What follows belongs to an exercise in optimizing a design on an open flow for small area, a short achievable clock period and few clock cycles; a production flow would make more cautious choices. RTL that was checked went through simulation tests only; none was proved equivalent to the original.

==> inputs of nickel <==
==> flow/design.v <==
module lgappg_sched #(
   parameter int W_WORDS = 8,
   parameter int H_ROWS  = 8
) (
   input  logic         clk,
   input  logic         rst,
   input  logic         start,
   output logic         busy,
   output logic         done,
   input  logic         in_valid,
   output logic         in_ready,
   input  logic [63:0]  in_data,
   output logic         win_valid,
   input  logic         win_ready,
   output logic [575:0] win_data,
   output logic         win_odd
);
   localparam int NW = W_WORDS * H_ROWS;
   localparam int S  = 2 * W_WORDS + 3;
   localparam int XW = $clog2(W_WORDS);
   localparam int YW = $clog2(H_ROWS);
   localparam int PW = XW + YW;
   localparam logic [PW-1:0] LAST_IDX   = PW'(NW - 1);
   localparam logic [PW-1:0] FIRST_LOAD = PW'(W_WORDS + 1);
   localparam logic [XW-1:0] X_LAST     = XW'(W_WORDS - 1);
   localparam logic [YW-1:0] Y_LAST     = YW'(H_ROWS - 1);
   logic            run_q, flush_q, done_q, wv_q, odd_q;
   logic [PW-1:0]   in_cnt_q;    
   logic [PW-1:0]   pos_q;       
   logic [8:0]      kill_q;      
   logic [S-1:0][63:0] store_q;  
   logic slot_free, acc, shift, load, hs, last_hs;
   logic [PW-1:0] npos, pos_d;
   logic [YW-1:0] nrow;
   logic [XW-1:0] ncol;
   assign slot_free = !wv_q || win_ready;
   assign acc       = run_q && in_valid && slot_free;
   assign shift     = acc || (flush_q && slot_free && (pos_q != LAST_IDX));
   assign load      = shift && (flush_q || (in_cnt_q >= FIRST_LOAD));
   assign hs        = wv_q && win_ready;
   assign last_hs   = hs && flush_q && (pos_q == LAST_IDX);
   assign npos      = pos_q + PW'(1);
   always_ff @(posedge clk) begin
      if (shift) begin
         store_q[0] <= ~in_data;
         for (int j = 1; j < S; j++) store_q[j] <= store_q[j-1];
      end
   end
   assign pos_d = load ? npos : pos_q;
   assign nrow  = pos_d[PW-1:XW];
   assign ncol  = pos_d[XW-1:0];
   always_ff @(posedge clk) begin
      odd_q <= nrow[0];
      for (int k = 0; k < 9; k++) begin
         kill_q[k] <= ((k / 3 == 0) && (nrow == '0)) || ((k / 3 == 2) && (nrow == Y_LAST)) ||
                      ((k % 3 == 0) && (ncol == '0)) || ((k % 3 == 2) && (ncol == X_LAST));
      end
   end
   always_ff @(posedge clk) begin
      if (rst) begin
         run_q    <= 1'b0;
         flush_q  <= 1'b0;
         done_q   <= 1'b0;
         wv_q     <= 1'b0;
         in_cnt_q <= '0;
         pos_q    <= '0;
      end else begin
         done_q <= last_hs;
         if (!run_q && !flush_q && !done_q && start) begin
            run_q    <= 1'b1;
            in_cnt_q <= '0;
            pos_q    <= LAST_IDX;
         end
         if (acc) begin
            in_cnt_q <= in_cnt_q + PW'(1);
            if (in_cnt_q == LAST_IDX) begin
               run_q   <= 1'b0;
               flush_q <= 1'b1;
            end
         end
         if (last_hs) flush_q <= 1'b0;
         if (load) begin
            wv_q  <= 1'b1;
            pos_q <= npos;
         end else if (hs) begin
            wv_q <= 1'b0;
         end
      end
   end
   for (genvar k = 0; k < 9; k++) begin : g_win
      localparam int J = W_WORDS + 1 - ((k / 3 - 1) * W_WORDS + (k % 3 - 1));
      assign win_data[64*k +: 64] = ~(store_q[J] | {64{kill_q[k]}});
   end
   assign in_ready  = run_q && slot_free;
   assign busy      = run_q || flush_q;
   assign done      = done_q;
   assign win_valid = wv_q;
   assign win_odd   = odd_q;
endmodule
==> flow/flow/run.sh <==
#!/bin/bash
# Standard layout, but ports buffered with plain buffers and the resizer free to swap footprints.
set -euo pipefail
bash standard.sh MATCH_CELL_FOOTPRINT=0 'BUFFER_PORTS_ARGS=-buffer_cell sky130_fd_sc_hd__buf_1' finish > standard_flow.log 2>&1
==> flow/standard.sh <==
#!/bin/bash
# synth_recipe.tcl (not shown) runs the flow's synth.tcl, then flattens the netlist and writes it again
# the make line also repeats each setting of config.mk as NAME=value (left out here)
make -C /OpenROAD-flow-scripts/flow DESIGN_CONFIG=/design/flow/config.mk WORK_HOME=/design/flow/orfs CLKGATE_MAP_FILE= SYNTH_SCRIPT=/design/flow/synth_recipe.tcl "${@:-finish}"
==> flow/config.mk <==
export PLATFORM = sky130hd
export DESIGN_NAME = lgappg_sched
export DESIGN_NICKNAME = lgappg_sched
export VERILOG_FILES = /design/flow/design.v
export SDC_FILE = /design/flow/constraint.sdc
export NUM_CORES = 4
export LEC_CHECK = 0
export CAP_MARGIN = 20
export CORE_MARGIN = 2
export CORE_UTILIZATION = 40
export SETUP_SLACK_MARGIN = 1.6
export SLEW_MARGIN = 20
==> flow/constraint.sdc <==
create_clock -name core_clock -period 4.0 [get_ports {clk}]
set_input_delay 0.8000 -clock core_clock [delete_from_list [all_inputs] [get_ports {clk}]]
set_output_delay 0.8000 -clock core_clock [all_outputs]
set_load 0.01 [all_outputs]
==> maple (differences from nickel) <==
==> flow/design.v (replaced) <==
module lgappg_sched #(
   parameter int W_WORDS = 8,
   parameter int H_ROWS  = 8
) (
   input  logic         clk,
   input  logic         rst,
   input  logic         start,
   output logic         busy,
   output logic         done,
   input  logic         in_valid,
   output logic         in_ready,
   input  logic [63:0]  in_data,
   output logic         win_valid,
   input  logic         win_ready,
   output logic [575:0] win_data,
   output logic         win_odd
);
   localparam int NW = W_WORDS * H_ROWS;
   localparam int S  = 2 * W_WORDS + 3;
   localparam int XW = $clog2(W_WORDS);
   localparam int YW = $clog2(H_ROWS);
   localparam int PW = XW + YW;
   localparam logic [PW-1:0] LAST_IDX = PW'(NW - 1);
   localparam logic [PW-1:0] PRE_LOAD = PW'(W_WORDS);
   localparam logic [XW-1:0] X_LAST   = XW'(W_WORDS - 1);
   localparam logic [YW-1:0] Y_LAST   = YW'(H_ROWS - 1);
   logic            run_q, flush_q, busy_q, done_q, wv_q, odd_q;
   logic            prime_q;     
   logic            last_q;      
   logic            wvn_q;       
   logic            more_q;      
   logic [PW-1:0]   in_cnt_q;    
   logic [YW-1:0]   row_q;       
   logic [XW-1:0]   col_q;
   localparam int KR = 4;
   logic [KR-1:0][8:0] kill_q;   
   logic [8:0]      n_kill, c_kill;
   logic [S-1:0][63:0] store_q;  
   logic slot_free, acc, shift, load, hs, last_hs, wrap;
   logic n_up, n_dn, n_lf, n_rt, c_up, c_dn, c_lf, c_rt;
   assign slot_free = wvn_q || win_ready;
   assign acc       = run_q && in_valid && slot_free;
   assign shift     = slot_free && ((run_q && in_valid) || more_q);
   assign load      = shift && (flush_q || prime_q);
   assign hs        = wv_q && win_ready;
   assign last_hs   = hs && last_q;
   assign wrap = (col_q == X_LAST);
   assign n_lf = wrap;
   assign n_rt = (col_q == X_LAST - XW'(1));
   assign n_up = wrap ? (row_q == Y_LAST) : (row_q == '0);
   assign n_dn = wrap ? (row_q == Y_LAST - YW'(1)) : (row_q == Y_LAST);
   always_comb begin
      for (int k = 0; k < 9; k++) begin
         n_kill[k] = ((k / 3 == 0) && n_up) || ((k / 3 == 2) && n_dn) ||
                     ((k % 3 == 0) && n_lf) || ((k % 3 == 2) && n_rt);
         c_kill[k] = ((k / 3 == 0) && c_up) || ((k / 3 == 2) && c_dn) ||
                     ((k % 3 == 0) && c_lf) || ((k % 3 == 2) && c_rt);
      end
   end
   always_ff @(posedge clk) begin
      kill_q[0] <= load ? n_kill : c_kill;
      kill_q[1] <= (load || !wv_q) ? n_kill : c_kill;
      kill_q[2] <= load ? n_kill : (wv_q ? c_kill : 9'h000);
      kill_q[3] <= load ? n_kill : (wv_q ? c_kill : 9'h1ff);
   end
   assign c_lf = (col_q == '0);
   assign c_rt = wrap;
   assign c_up = (row_q == '0);
   assign c_dn = (row_q == Y_LAST);
   always_ff @(posedge clk) begin
      if (shift) begin
         store_q[0] <= ~in_data;
         for (int j = 1; j < S; j++) store_q[j] <= store_q[j-1];
      end
   end
   always_ff @(posedge clk) begin
      if (load) begin
         odd_q  <= row_q[0] ^ wrap;
         last_q <= (row_q == Y_LAST) && n_rt;
         col_q  <= col_q + XW'(1);
         if (wrap) row_q <= row_q + YW'(1);
      end
      if (!run_q && !flush_q && !done_q && start) begin
         row_q  <= Y_LAST;
         col_q  <= X_LAST;
         last_q <= 1'b0;
      end
   end
   always_ff @(posedge clk) begin
      if (rst) begin
         run_q    <= 1'b0;
         flush_q  <= 1'b0;
         busy_q   <= 1'b0;
         done_q   <= 1'b0;
         wv_q     <= 1'b0;
         wvn_q    <= 1'b1;
         more_q   <= 1'b0;
         prime_q  <= 1'b0;
         in_cnt_q <= '0;
      end else begin
         done_q <= last_hs;
         if (!run_q && !flush_q && !done_q && start) begin
            run_q    <= 1'b1;
            busy_q   <= 1'b1;
            prime_q  <= 1'b0;
            in_cnt_q <= '0;
         end
         if (acc) begin
            in_cnt_q <= in_cnt_q + PW'(1);
            if (in_cnt_q == PRE_LOAD) prime_q <= 1'b1;
            if (in_cnt_q == LAST_IDX) begin
               run_q   <= 1'b0;
               flush_q <= 1'b1;
               more_q  <= 1'b1;
            end
         end
         if (load && flush_q && (row_q == Y_LAST) && n_rt) more_q <= 1'b0;
         if (last_hs) begin
            flush_q <= 1'b0;
            busy_q  <= 1'b0;
         end
         if (load)    wv_q <= 1'b1;
         else if (hs) wv_q <= 1'b0;
         if (load)    wvn_q <= 1'b0;
         else if (hs) wvn_q <= 1'b1;
      end
   end
   for (genvar k = 0; k < 9; k++) begin : g_win
      localparam int J = W_WORDS + 1 - ((k / 3 - 1) * W_WORDS + (k % 3 - 1));
      for (genvar b = 0; b < 64; b++) begin : g_bit
         assign win_data[64*k + b] = ~(store_q[J][b] | kill_q[b * KR / 64][k]);
      end
   end
   assign in_ready  = run_q && slot_free;
   assign busy      = busy_q;
   assign done      = done_q;
   assign win_valid = wv_q;
   assign win_odd   = odd_q;
endmodule
--- a/flow/config.mk
+++ b/flow/config.mk
@@ -8,5 +8,8 @@
 export CAP_MARGIN = 20
 export CORE_MARGIN = 2
-export CORE_UTILIZATION = 40
-export SETUP_SLACK_MARGIN = 1.6
+export CORE_UTILIZATION = 70
+export CTS_BUF_LIST = sky130_fd_sc_hd__clkbuf_16
+export CTS_CLUSTER_DIAMETER = 60
+export CTS_CLUSTER_SIZE = 30
+export SETUP_SLACK_MARGIN = 1.75
 export SLEW_MARGIN = 20
==> results.cfg <==
[outcome]
status = timing/DRC/antenna clean

[placement]
dp_hpwl_mm = 50.1

[clock_tree]
numCtsBuffers = 53
h-tree-depth = 2

[finish]
finalCoreUtilization_pct = 80.5

[routing]
via_count = 19300

[power]
ir_worst_vdd_v = 0.000442
The numbers above come from maple.

==> results.cfg <==
[routing]
via_count = 20700

[outcome]
status = timing/DRC/antenna clean

[power]
ir_worst_vdd_v = 0.000406

[placement]
dp_hpwl_mm = 54.2

[clock_tree]
h-tree-depth = 4
The numbers above come from nickel.

Testbench counts of maple, summed over its fixed seeds: cycles 9,728.
Function not checked in nickel: the RTL went through the layout flow alone.

re-timing with driven ports:
How much do the figures lean on ideal ports? The routed layouts below were timed once more, with nothing changed but the port constraints. Step 1 sets driving cells, clkbuf_16 on the clock port and buf_2 on the other inputs (assumed; they add their load-dependent delay and slew). Step 2, shift: input delay + t, output delay - t, t = (earliest + latest rising clock arrival at the registers) / 2. This alone moves slack from input paths to output paths. Slacks: ideal ports / drivers / drivers and shift; pairs: ideal ports / drivers.
run | shift t [ns] | slack for setup (ns) | worst setup path after step 2 | latest minus earliest clock arrival (ns) | worst register clock-pin slew, ns
nickel | 0.760 | 1.350 / 1.350 / 1.180 | input to register | 0.030 / 0.031 | 0.07 / 0.07
maple | 0.673 | 1.747 / 1.689 / 1.159 | input to register | 0.027 / 0.027 | 0.11 / 0.11
After both steps setup and hold are still met in every run listed. For maple, which loses most, drivers alone change the setup slack by -0.058 ns; drivers and shift together by -0.588 ns.
